What follows belongs to an exercise in optimizing a design on an open flow for a short achievable clock period and few clock cycles; a production flow would make more cautious choices. The RTL was checked by simulation tests, not by an equivalence proof against the original design.

==> wip/fjord: inputs <==
Design cpu_top, start of the top module:
module cpu_top (
    input  logic               clk,
    input  logic               rst,
    input  logic               rdy,
    output logic               inst_fetch,
    output cpu_pkg::addr_t     inst_addr,
    input  cpu_pkg::word_t     instruction,
    output cpu_pkg::data_req_t data_req,
    input  cpu_pkg::word_t     read_data
);
    logic [31:0] f_pc;           
    logic        d_valid;        
    logic [31:0] d_pc;
    logic        d_pred;         
    logic        e_hold;         
    logic        e_w1, e_w2;     
    logic        e_useimm;
    logic [31:0] e_a, e_b, e_sd;
    logic [7:0]  e_ea;           
    logic        e_c8;           
    logic        e_eq;           
    logic [31:0] e_alt;          
    logic        e_altsel;
    logic [31:0] e_pc;
    logic        e_pred;
    logic        e_jx;           
    logic        e_bq, e_bn;     
    logic [31:0] e_tgt;          
    logic [31:0] e_corr;         
    logic [7:0]  e_sel;
    logic        e_sub, e_sra;
    logic        e_we, e_ld, e_st, e_beq, e_bne, e_jal, e_jalr;
    logic [4:0]  e_rd;
    logic        m_we, m_ld;
    logic [4:0]  m_rd;
    logic [31:0] m_res;
    logic        dc_use1, dc_use2, dc_useimm, dc_we, dc_ld, dc_st;
    logic        dc_beq, dc_bne, dc_jal, dc_jalr, dc_lui, dc_auipc;
    logic [7:0]  dc_sel;
    logic        dc_sub, dc_sra;
    logic [31:0] dc_imm;
    logic [4:0]  rs1, rs2, rd;
    logic [31:0] rf1, rf2;
    logic [31:0] fw1, fw2, opb;
    logic        wait1, wait2;
    logic [31:0] d_tgt, d_pc4;
    logic [7:0]  d_ea;
    logic        d_c8;
    logic        d_imm4;
    logic [31:0] fa1;            
  ...
export LEC_CHECK = 0
export ABC_CLOCK_PERIOD_IN_PS = 100
export CAP_MARGIN = 20
export CORE_MARGIN = 2
export CORE_UTILIZATION = 40
export SETUP_SLACK_MARGIN = 5
export SLEW_MARGIN = 20
create_clock -name core_clock -period 10.0 [get_ports {clk}]
run.sh (not shown) runs the stock make flow with config.mk's settings and CLKGATE_MAP_FILE= SYNTH_SCRIPT=/design/flow/synth_recipe.tcl, a recipe that flattens the netlist after the stock synthesis.
==> inputs of wip/onyx, as changes to wip/fjord <==
--- a/flow/design.v
+++ b/flow/design.v
@@ -102,18 +102,15 @@
 import cpu_pkg::*;
 module reg_read (
     input  logic [1023:0] regs,
     input  logic [4:0]    idx,
     output logic [31:0]   data
 );
-    always_comb begin
-        data = 32'd0;
-        for (integer i = 1; i < 32; i = i + 1) begin
-            if (idx == i[4:0]) data = regs[i*32 +: 32];
-        end
-    end
+    logic [1023:0] z;
+    assign z    = {regs[1023:32], 32'd0};
+    assign data = z[idx*32 +: 32];
 endmodule
 `timescale 1ns/1ns
 import cpu_pkg::*;
 module kadd #(
     parameter int W = 32,
     parameter int L = 5          
@@ -241,12 +238,13 @@
     logic        e_hold;         
     logic        e_w1, e_w2;     
     logic        e_useimm;
     logic [31:0] e_a, e_b, e_sd;
     logic [7:0]  e_ea;           
     logic        e_c8;           
+    logic [8:0]  e_hi0, e_hi1;   
     logic        e_eq;           
     logic [31:0] e_alt;          
     logic        e_altsel;
     logic [31:0] e_pc;
     logic        e_pred;
     logic        e_jx;           
@@ -269,12 +267,14 @@
     logic [31:0] rf1, rf2;
     logic [31:0] fw1, fw2, opb;
     logic        wait1, wait2;
     logic [31:0] d_tgt, d_pc4;
     logic [7:0]  d_ea;
     logic        d_c8;
+    logic [8:0]  d_hi0, d_hi1;
+    logic        d_eq;
     logic        d_imm4;
     logic [31:0] fa1;            
     logic        e_fast;         
     logic [31:0] m_val;
     logic [31:0] e_res;
     assign rs1 = instruction[19:15];
@@ -331,23 +331,46 @@
     assign e_fast = e_altsel;
     assign wait1 = dc_use1 && e_we && e_rd == rs1
                    && (e_ld || (!e_fast && (dc_ld || dc_st || dc_jalr)));
     assign wait2 = dc_use2 && e_we && e_ld && e_rd == rs2;
     assign opb = dc_useimm ? dc_imm : fw2;
     assign {d_c8, d_ea} = {1'b0, fa1[7:0]} + {1'b0, dc_imm[7:0]};
+    assign d_hi0 = {1'b0, fa1[15:8]} + {1'b0, dc_imm[15:8]};
+    logic [9:0] d_hi1_x;
+    assign d_hi1_x = {1'b0, fa1[15:8], 1'b1} + {1'b0, dc_imm[15:8], 1'b1};
+    assign d_hi1   = d_hi1_x[9:1];
+    logic s1e, s1m, s2e, s2m;
+    logic eq_rr, eq_1e, eq_1m, eq_e2, eq_m2, eq_em;
+    assign s1e = rs1 != 5'd0 && e_we && e_rd == rs1;
+    assign s1m = rs1 != 5'd0 && !s1e && m_we && m_rd == rs1;
+    assign s2e = rs2 != 5'd0 && e_we && e_rd == rs2;
+    assign s2m = rs2 != 5'd0 && !s2e && m_we && m_rd == rs2;
+    assign eq_rr = rf1 == rf2;
+    assign eq_1e = rf1 == e_res;
+    assign eq_1m = m_ld ? rf1 == read_data : rf1 == m_res;
+    assign eq_e2 = e_res == rf2;
+    assign eq_m2 = m_ld ? read_data == rf2 : m_res == rf2;
+    assign eq_em = m_ld ? e_res == read_data : e_res == m_res;
+    always_comb begin
+        if (s1e)      d_eq = s2e ? 1'b1 : (s2m ? eq_em : eq_e2);
+        else if (s1m) d_eq = s2e ? eq_em : (s2m ? 1'b1 : eq_m2);
+        else          d_eq = s2e ? eq_1e : (s2m ? eq_1m : eq_rr);
+    end
     logic [31:0] tgt_b, tgt_j, tgt_u;
     assign tgt_b = d_pc + {{20{instruction[31]}}, instruction[7], instruction[30:25],
                            instruction[11:8], 1'b0};
     assign tgt_j = d_pc + {{12{instruction[31]}}, instruction[19:12], instruction[20],
                            instruction[30:21], 1'b0};
     assign tgt_u = d_pc + {instruction[31:12], 12'b0};
     assign d_tgt = dc_jal ? tgt_j : (dc_auipc ? tgt_u : tgt_b);
     assign d_pc4 = d_pc + 32'd4;
     assign d_imm4 = dc_imm == 32'd4;
     logic [31:0] alu_res;
-    logic [31:8] ea_hi;          
+    logic [7:0]  ea_mid;         
+    logic        c16;
+    logic [31:16] ea_hi;         
     logic [31:0] jalr_pc, fetch_pc, corr_pc;
     logic        taken, mis, redirect;
     alu u_alu (
         .a      (e_a),
         .b      (e_b),
         .sub    (e_sub),
@@ -356,20 +379,22 @@
         .result (alu_res)
     );
     assign e_res = alu_res | ({32{e_altsel}} & e_alt);
     assign taken    = e_jx || (e_bq && e_eq) || (e_bn && !e_eq);
     assign mis      = taken != e_pred;
     assign redirect = !e_hold && mis;
-    logic [32:8] ea_hi_x;
-    assign ea_hi_x  = {e_a[31:8], 1'b1} + {e_b[31:8], e_c8};
-    assign ea_hi    = ea_hi_x[32:9];
-    assign jalr_pc  = {ea_hi, e_ea[7:1], 1'b0};
+    assign ea_mid   = e_c8 ? e_hi1[7:0] : e_hi0[7:0];
+    assign c16      = e_c8 ? e_hi1[8] : e_hi0[8];
+    logic [32:16] ea_hi_x;
+    assign ea_hi_x  = {e_a[31:16], 1'b1} + {e_b[31:16], c16};
+    assign ea_hi    = ea_hi_x[32:17];
+    assign jalr_pc  = {ea_hi, ea_mid, e_ea[7:1], 1'b0};
     assign corr_pc  = e_jalr ? jalr_pc : e_corr;
     assign fetch_pc = mis ? corr_pc : f_pc;
-    localparam int btb_n = 8;
-    localparam int btb_k = 3;
+    localparam int btb_n = 16;
+    localparam int btb_k = 4;
     logic [btb_n-1:0]            btb_v;
     logic [btb_n*(30-btb_k)-1:0] btb_tag;
     logic [btb_n*32-1:0]         btb_tgt;
     logic [btb_k-1:0]            e_idx, w_idx;
     logic                        w_en;
     logic [31:btb_k+2]           w_tag;
@@ -410,23 +435,28 @@
             btb_tgt[w_idx*32 +: 32]               <= w_tgt;
         end
     end
     assign inst_fetch = rdy && rst && !e_hold;
     assign inst_addr  = mis ? corr_pc[15:0] : f_pc[15:0];
     always_comb begin
-        data_req.addr  = {ea_hi[15:8], e_ea};
+        data_req.addr  = {ea_mid, e_ea};
         data_req.wdata = e_sd;
         data_req.rd    = rdy && rst && e_ld && !e_hold;
         data_req.wr    = rdy && rst && e_st && !e_hold;
     end
     logic [31:0] h_a, h_b;
     logic [7:0]  h_ea;
     logic        h_c8;
+    logic [8:0]  h_hi0, h_hi1;
     assign h_a = e_w1 ? m_val : e_a;
     assign h_b = (e_w2 && !e_useimm) ? read_data : e_b;
     assign {h_c8, h_ea} = {1'b0, h_a[7:0]} + {1'b0, e_b[7:0]};
+    assign h_hi0 = {1'b0, h_a[15:8]} + {1'b0, e_b[15:8]};
+    logic [9:0] h_hi1_x;
+    assign h_hi1_x = {1'b0, h_a[15:8], 1'b1} + {1'b0, e_b[15:8], 1'b1};
+    assign h_hi1   = h_hi1_x[9:1];
     always_ff @(posedge clk) begin
         if (!rst) begin
             f_pc    <= 32'd0;
             d_valid <= 1'b0;
             d_pc    <= 32'd0;
             d_pred  <= 1'b0;
@@ -449,12 +479,14 @@
         end else if (rdy) begin
             if (e_hold) begin
                 e_a     <= h_a;
                 e_b     <= h_b;
                 e_ea    <= h_ea;
                 e_c8    <= h_c8;
+                e_hi0   <= h_hi0;
+                e_hi1   <= h_hi1;
                 e_eq    <= h_a == h_b;
                 if (e_w2) e_sd <= read_data;
                 e_hold  <= 1'b0;
                 e_w1    <= 1'b0;
                 e_w2    <= 1'b0;
                 m_we    <= 1'b0;
@@ -498,13 +530,15 @@
                 e_useimm <= dc_useimm;
                 e_a      <= fw1;
                 e_b      <= opb;
                 e_sd     <= fw2;
                 e_ea     <= d_ea;
                 e_c8     <= d_c8;
-                e_eq     <= fw1 == fw2;
+                e_hi0    <= d_hi0;
+                e_hi1    <= d_hi1;
+                e_eq     <= d_eq;
                 e_sel    <= (dc_lui | dc_auipc | dc_jal | dc_jalr) ? 8'd0 : dc_sel;
                 e_sub    <= dc_sub;
                 e_sra    <= dc_sra;
                 e_altsel <= dc_lui | dc_auipc | dc_jal | dc_jalr;
                 e_alt    <= dc_lui ? dc_imm : (dc_auipc ? d_tgt : d_pc4);
                 e_tgt    <= d_tgt;
==> inputs of wip/yarrow, as changes to wip/fjord <==
--- a/flow/design.v
+++ b/flow/design.v
@@ -102,18 +102,15 @@
 import cpu_pkg::*;
 module reg_read (
     input  logic [1023:0] regs,
     input  logic [4:0]    idx,
     output logic [31:0]   data
 );
-    always_comb begin
-        data = 32'd0;
-        for (integer i = 1; i < 32; i = i + 1) begin
-            if (idx == i[4:0]) data = regs[i*32 +: 32];
-        end
-    end
+    logic [1023:0] z;
+    assign z    = {regs[1023:32], 32'd0};
+    assign data = z[idx*32 +: 32];
 endmodule
 `timescale 1ns/1ns
 import cpu_pkg::*;
 module kadd #(
     parameter int W = 32,
     parameter int L = 5          
@@ -219,12 +216,30 @@
 );
     logic [K-1:0] idx;
     assign idx  = pc[K+1:2];
     assign hit  = valid[idx] && tags[idx*(30-K) +: (30-K)] == pc[31:K+2];
     assign next = hit ? targets[idx*32 +: 32] : pc + 32'd4;
 endmodule
+module sum_eq (
+    input  logic [31:0] a,
+    input  logic [31:0] b,
+    input  logic [31:0] c,
+    output logic        eq
+);
+    logic [31:0] k;
+    logic [31:1] ok;
+    assign k     = a ^ b ^ c;
+    assign ok[1] = (a[0] & b[0]) == k[1];
+    genvar i;
+    generate
+        for (i = 2; i < 32; i = i + 1) begin : g_ok
+            assign ok[i] = ((a[i-1] & b[i-1]) | (k[i-1] & (a[i-1] | b[i-1]))) == k[i];
+        end
+    endgenerate
+    assign eq = &ok;
+endmodule
 `timescale 1ns/1ns
 import cpu_pkg::*;
 module cpu_top (
     input  logic               clk,
     input  logic               rst,
     input  logic               rdy,
@@ -241,17 +256,19 @@
     logic        e_hold;         
     logic        e_w1, e_w2;     
     logic        e_useimm;
     logic [31:0] e_a, e_b, e_sd;
     logic [7:0]  e_ea;           
     logic        e_c8;           
+    logic [8:0]  e_hi0, e_hi1;   
     logic        e_eq;           
     logic [31:0] e_alt;          
     logic        e_altsel;
     logic [31:0] e_pc;
-    logic        e_pred;
+    logic        e_pred;         
+    logic        e_praw;         
     logic        e_jx;           
     logic        e_bq, e_bn;     
     logic [31:0] e_tgt;          
     logic [31:0] e_corr;         
     logic [7:0]  e_sel;
     logic        e_sub, e_sra;
@@ -269,12 +286,14 @@
     logic [31:0] rf1, rf2;
     logic [31:0] fw1, fw2, opb;
     logic        wait1, wait2;
     logic [31:0] d_tgt, d_pc4;
     logic [7:0]  d_ea;
     logic        d_c8;
+    logic [8:0]  d_hi0, d_hi1;
+    logic        d_eq;
     logic        d_imm4;
     logic [31:0] fa1;            
     logic        e_fast;         
     logic [31:0] m_val;
     logic [31:0] e_res;
     assign rs1 = instruction[19:15];
@@ -301,13 +320,13 @@
     );
     assign m_val = m_ld ? read_data : m_res;
     logic [1023:0] rf;
     always_ff @(posedge clk) begin
         if (!rst) begin
             rf <= '0;
-        end else if (rdy && m_we) begin
+        end else if (m_we) begin
             for (integer i = 1; i < 32; i = i + 1) begin
                 if (m_rd == i[4:0]) rf[i*32 +: 32] <= m_val;
             end
         end
     end
     reg_read u_rd1 (.regs (rf), .idx (rs1), .data (rf1));
@@ -331,23 +350,49 @@
     assign e_fast = e_altsel;
     assign wait1 = dc_use1 && e_we && e_rd == rs1
                    && (e_ld || (!e_fast && (dc_ld || dc_st || dc_jalr)));
     assign wait2 = dc_use2 && e_we && e_ld && e_rd == rs2;
     assign opb = dc_useimm ? dc_imm : fw2;
     assign {d_c8, d_ea} = {1'b0, fa1[7:0]} + {1'b0, dc_imm[7:0]};
+    assign d_hi0 = {1'b0, fa1[15:8]} + {1'b0, dc_imm[15:8]};
+    logic [9:0] d_hi1_x;
+    assign d_hi1_x = {1'b0, fa1[15:8], 1'b1} + {1'b0, dc_imm[15:8], 1'b1};
+    assign d_hi1   = d_hi1_x[9:1];
+    logic s1e, s1m, s2e, s2m;
+    logic eq_rr, eq_1e, eq_1m, eq_e2, eq_m2, eq_em;
+    assign s1e = rs1 != 5'd0 && e_we && e_rd == rs1;
+    assign s1m = rs1 != 5'd0 && !s1e && m_we && m_rd == rs1;
+    assign s2e = rs2 != 5'd0 && e_we && e_rd == rs2;
+    assign s2m = rs2 != 5'd0 && !s2e && m_we && m_rd == rs2;
+    assign eq_rr = rf1 == rf2;
+    assign eq_1e = rf1 == e_res;
+    assign eq_1m = m_ld ? rf1 == read_data : rf1 == m_res;
+    assign eq_e2 = e_res == rf2;
+    assign eq_m2 = m_ld ? read_data == rf2 : m_res == rf2;
+    assign eq_em = m_ld ? e_res == read_data : e_res == m_res;
+    always_comb begin
+        if (s1e)      d_eq = s2e ? 1'b1 : (s2m ? eq_em : eq_e2);
+        else if (s1m) d_eq = s2e ? eq_em : (s2m ? 1'b1 : eq_m2);
+        else          d_eq = s2e ? eq_1e : (s2m ? eq_1m : eq_rr);
+    end
     logic [31:0] tgt_b, tgt_j, tgt_u;
     assign tgt_b = d_pc + {{20{instruction[31]}}, instruction[7], instruction[30:25],
                            instruction[11:8], 1'b0};
     assign tgt_j = d_pc + {{12{instruction[31]}}, instruction[19:12], instruction[20],
                            instruction[30:21], 1'b0};
     assign tgt_u = d_pc + {instruction[31:12], 12'b0};
     assign d_tgt = dc_jal ? tgt_j : (dc_auipc ? tgt_u : tgt_b);
     assign d_pc4 = d_pc + 32'd4;
     assign d_imm4 = dc_imm == 32'd4;
+    logic d_jsum, d_jmatch;
+    sum_eq u_jeq (.a (e_alt), .b (dc_imm), .c (f_pc), .eq (d_jsum));
+    assign d_jmatch = e_we && e_fast && e_rd == rs1 && d_jsum;
     logic [31:0] alu_res;
-    logic [31:8] ea_hi;          
+    logic [7:0]  ea_mid;         
+    logic        c16;
+    logic [31:16] ea_hi;         
     logic [31:0] jalr_pc, fetch_pc, corr_pc;
     logic        taken, mis, redirect;
     alu u_alu (
         .a      (e_a),
         .b      (e_b),
         .sub    (e_sub),
@@ -356,20 +401,22 @@
         .result (alu_res)
     );
     assign e_res = alu_res | ({32{e_altsel}} & e_alt);
     assign taken    = e_jx || (e_bq && e_eq) || (e_bn && !e_eq);
     assign mis      = taken != e_pred;
     assign redirect = !e_hold && mis;
-    logic [32:8] ea_hi_x;
-    assign ea_hi_x  = {e_a[31:8], 1'b1} + {e_b[31:8], e_c8};
-    assign ea_hi    = ea_hi_x[32:9];
-    assign jalr_pc  = {ea_hi, e_ea[7:1], 1'b0};
+    assign ea_mid   = e_c8 ? e_hi1[7:0] : e_hi0[7:0];
+    assign c16      = e_c8 ? e_hi1[8] : e_hi0[8];
+    logic [32:16] ea_hi_x;
+    assign ea_hi_x  = {e_a[31:16], 1'b1} + {e_b[31:16], c16};
+    assign ea_hi    = ea_hi_x[32:17];
+    assign jalr_pc  = {ea_hi, ea_mid, e_ea[7:1], 1'b0};
     assign corr_pc  = e_jalr ? jalr_pc : e_corr;
     assign fetch_pc = mis ? corr_pc : f_pc;
-    localparam int btb_n = 8;
-    localparam int btb_k = 3;
+    localparam int btb_n = 16;
+    localparam int btb_k = 4;
     logic [btb_n-1:0]            btb_v;
     logic [btb_n*(30-btb_k)-1:0] btb_tag;
     logic [btb_n*32-1:0]         btb_tgt;
     logic [btb_k-1:0]            e_idx, w_idx;
     logic                        w_en;
     logic [31:btb_k+2]           w_tag;
@@ -388,45 +435,52 @@
     assign pred_pc = mis ? next_c : next_f;
     assign e_idx = e_pc[btb_k+1:2];
     always_ff @(posedge clk) begin
         if (!rst) begin
             w_en <= 1'b0;
         end else if (rdy) begin
-            w_en <= !e_hold && mis && !e_pred && !e_jalr;
+            w_en <= !e_hold && mis && (!e_pred || e_jalr);
         end
     end
     always_ff @(posedge clk) begin
         if (rdy) begin
             w_idx <= e_idx;
             w_tag <= e_pc[31:btb_k+2];
-            w_tgt <= e_tgt;
+            w_tgt <= e_jalr ? jalr_pc : e_tgt;
         end
     end
     always_ff @(posedge clk) begin
         if (!rst) begin
             btb_v <= '0;
-        end else if (rdy && w_en) begin
+        end else if (w_en) begin
             btb_v[w_idx]                          <= 1'b1;
             btb_tag[w_idx*(30-btb_k) +: 30-btb_k] <= w_tag;
             btb_tgt[w_idx*32 +: 32]               <= w_tgt;
         end
     end
     assign inst_fetch = rdy && rst && !e_hold;
     assign inst_addr  = mis ? corr_pc[15:0] : f_pc[15:0];
     always_comb begin
-        data_req.addr  = {ea_hi[15:8], e_ea};
+        data_req.addr  = {ea_mid, e_ea};
         data_req.wdata = e_sd;
         data_req.rd    = rdy && rst && e_ld && !e_hold;
         data_req.wr    = rdy && rst && e_st && !e_hold;
     end
     logic [31:0] h_a, h_b;
+    logic        h_jmatch;
     logic [7:0]  h_ea;
     logic        h_c8;
+    logic [8:0]  h_hi0, h_hi1;
     assign h_a = e_w1 ? m_val : e_a;
+    sum_eq u_hjeq (.a (h_a), .b (e_b), .c (d_pc), .eq (h_jmatch));
     assign h_b = (e_w2 && !e_useimm) ? read_data : e_b;
     assign {h_c8, h_ea} = {1'b0, h_a[7:0]} + {1'b0, e_b[7:0]};
+    assign h_hi0 = {1'b0, h_a[15:8]} + {1'b0, e_b[15:8]};
+    logic [9:0] h_hi1_x;
+    assign h_hi1_x = {1'b0, h_a[15:8], 1'b1} + {1'b0, e_b[15:8], 1'b1};
+    assign h_hi1   = h_hi1_x[9:1];
     always_ff @(posedge clk) begin
         if (!rst) begin
             f_pc    <= 32'd0;
             d_valid <= 1'b0;
             d_pc    <= 32'd0;
             d_pred  <= 1'b0;
@@ -438,23 +492,27 @@
             e_st    <= 1'b0;
             e_beq   <= 1'b0;
             e_bne   <= 1'b0;
             e_jal   <= 1'b0;
             e_jalr  <= 1'b0;
             e_pred  <= 1'b0;
+            e_praw  <= 1'b0;
             e_jx    <= 1'b0;
             e_bq    <= 1'b0;
             e_bn    <= 1'b0;
             m_we    <= 1'b0;
             m_ld    <= 1'b0;
         end else if (rdy) begin
             if (e_hold) begin
                 e_a     <= h_a;
                 e_b     <= h_b;
+                e_pred  <= e_praw && (!e_jalr || h_jmatch);
                 e_ea    <= h_ea;
                 e_c8    <= h_c8;
+                e_hi0   <= h_hi0;
+                e_hi1   <= h_hi1;
                 e_eq    <= h_a == h_b;
                 if (e_w2) e_sd <= read_data;
                 e_hold  <= 1'b0;
                 e_w1    <= 1'b0;
                 e_w2    <= 1'b0;
                 m_we    <= 1'b0;
@@ -472,13 +530,14 @@
                     e_ld    <= dc_ld;
                     e_st    <= dc_st;
                     e_beq   <= dc_beq;
                     e_bne   <= dc_bne;
                     e_jal   <= dc_jal;
                     e_jalr  <= dc_jalr;
-                    e_pred  <= d_pred;
+                    e_pred  <= d_pred && (!dc_jalr || d_jmatch);
+                    e_praw  <= d_pred;
                     e_jx    <= dc_jalr || (dc_jal && !d_imm4);
                     e_bq    <= dc_beq && !d_imm4;
                     e_bn    <= dc_bne && !d_imm4;
                 end else begin
                     e_hold  <= 1'b0;
                     e_w1    <= 1'b0;
@@ -488,23 +547,26 @@
                     e_st    <= 1'b0;
                     e_beq   <= 1'b0;
                     e_bne   <= 1'b0;
                     e_jal   <= 1'b0;
                     e_jalr  <= 1'b0;
                     e_pred  <= 1'b0;
+                    e_praw  <= 1'b0;
                     e_jx    <= 1'b0;
                     e_bq    <= 1'b0;
                     e_bn    <= 1'b0;
                 end
                 e_useimm <= dc_useimm;
                 e_a      <= fw1;
                 e_b      <= opb;
                 e_sd     <= fw2;
                 e_ea     <= d_ea;
                 e_c8     <= d_c8;
-                e_eq     <= fw1 == fw2;
+                e_hi0    <= d_hi0;
+                e_hi1    <= d_hi1;
+                e_eq     <= d_eq;
                 e_sel    <= (dc_lui | dc_auipc | dc_jal | dc_jalr) ? 8'd0 : dc_sel;
                 e_sub    <= dc_sub;
                 e_sra    <= dc_sra;
                 e_altsel <= dc_lui | dc_auipc | dc_jal | dc_jalr;
                 e_alt    <= dc_lui ? dc_imm : (dc_auipc ? d_tgt : d_pc4);
                 e_tgt    <= d_tgt;
==> impl_metrics.env <==
export IMPL_crit_chain="buf_16 -> and2_2 -> buf_8 -> nand2_1 -> o21bai_1 -> a32oi_2 -> o31ai_1 -> buf_4 -> a21oi_1 -> o211ai_1 -> o211ai_1 -> o211ai_1 -> nand2b_1 -> nand3_1 -> or4_1 -> o21ai_1"
export IMPL_reg_largest_list="rf: 992 flops, btb_tgt: 256 flops, btb_tag: 216 flops"
export IMPL_syn_area_per_cell_um2=9.05
export IMPL_wl_per_cell_um=45.8
export IMPL_status="timing/DRC/antenna clean"
export IMPL_grt_use_met3_pct=14.9
export IMPL_postLayoutCoreUtil_pct=47.8
export IMPL_share_comb_of_total_power_pct=16.4
export IMPL_synth_edf_count=819
export IMPL_grt_pass1_wl_mm=1010
export IMPL_drt_iter0_markers=20300
export IMPL_worst_pin_slew_ns=1.20
export IMPL_grt_pass1_vias=111000
# the run above: wip/fjord

==> impl_metrics.env <==
export IMPL_die_height_um=618
export IMPL_status="timing/DRC/antenna clean"
export IMPL_syn_area_per_cell_um2=10.2
export IMPL_crit_chain="dlygate4sd2_1 -> clkinvlp_4 -> nor2_1 -> nand4_1 -> nor2_1 -> a21oi_2 -> inv_2 -> nand3_1 -> nand2_1 -> buf_4 -> a21oi_1 -> a21o_1"
export IMPL_share_comb_of_total_power_pct=22.3
export IMPL_grt_use_met3_pct=9.69
export IMPL_reg_largest_list="rf: 992 flops, btb_tgt: 512 flops, btb_tag: 416 flops"
export IMPL_grt_pass1_vias=125000
export IMPL_drt_iter0_markers=22000
export IMPL_synth_edf_count=1293
export IMPL_worst_pin_slew_ns=1.35
export IMPL_grt_pass1_wl_mm=1000
# the run above: wip/onyx

==> impl_metrics.env <==
export IMPL_status="timing/DRC/antenna clean"
export IMPL_syn_area_per_cell_um2=10.1
export IMPL_drt_iter0_markers=21700
export IMPL_worst_pin_slew_ns=1.32
export IMPL_share_comb_of_total_power_pct=24.9
export IMPL_grt_pass1_vias=128000
export IMPL_reg_largest_list="rf: 992 flops, btb_tgt: 512 flops, btb_tag: 416 flops"
export IMPL_postLayoutCoreUtil_pct=47.3
export IMPL_grt_pass1_wl_mm=1070
# the run above: wip/yarrow

Testbench counts of wip/fjord, summed over its fixed seeds: cycles 59,741.
Testbench counts of wip/onyx, summed over its fixed seeds: cycles 59,629.
Testbench counts of wip/yarrow, summed over its fixed seeds: cycles 58,985.

afterwards: timing with drivers on the ports:
No port has a modelled driver above. Below, the same layouts with a new extraction and two added sets of constraints.
Step 1, drivers: a clkbuf_16 drives clk and a buf_2 each remaining input, both assumed.
Step 2 adds t to the input delays and takes it off the output delays; t is the mean of the earliest and latest rising clock arrival at the registers after step 1. Input paths then give back, and output paths get back, about the clock's delay inside the block.
Slacks: ideal ports / drivers / drivers and shift; pairs: ideal ports / drivers.
| run | shift t [ns] | setup slack, ns | worst setup path after step 2 | worst register clock-pin slew, ns | pins driven straight from the clock port |
|---|---|---|---|---|---|
| wip/fjord | 1.078 | 4.154 / 3.975 / 2.897 | input to register | 0.08 / 0.08 | 1 |
| wip/onyx | 1.066 | 4.881 / 4.650 / 3.584 | input to register | 0.07 / 0.07 | 1 |
| wip/yarrow | 1.112 | 4.653 / 4.458 / 3.346 | input to register | 0.07 / 0.07 | 1 |
After both steps every run listed still meets setup and hold. For wip/yarrow, which loses most, drivers alone change the setup slack by -0.195 ns; drivers and shift together by -1.307 ns.
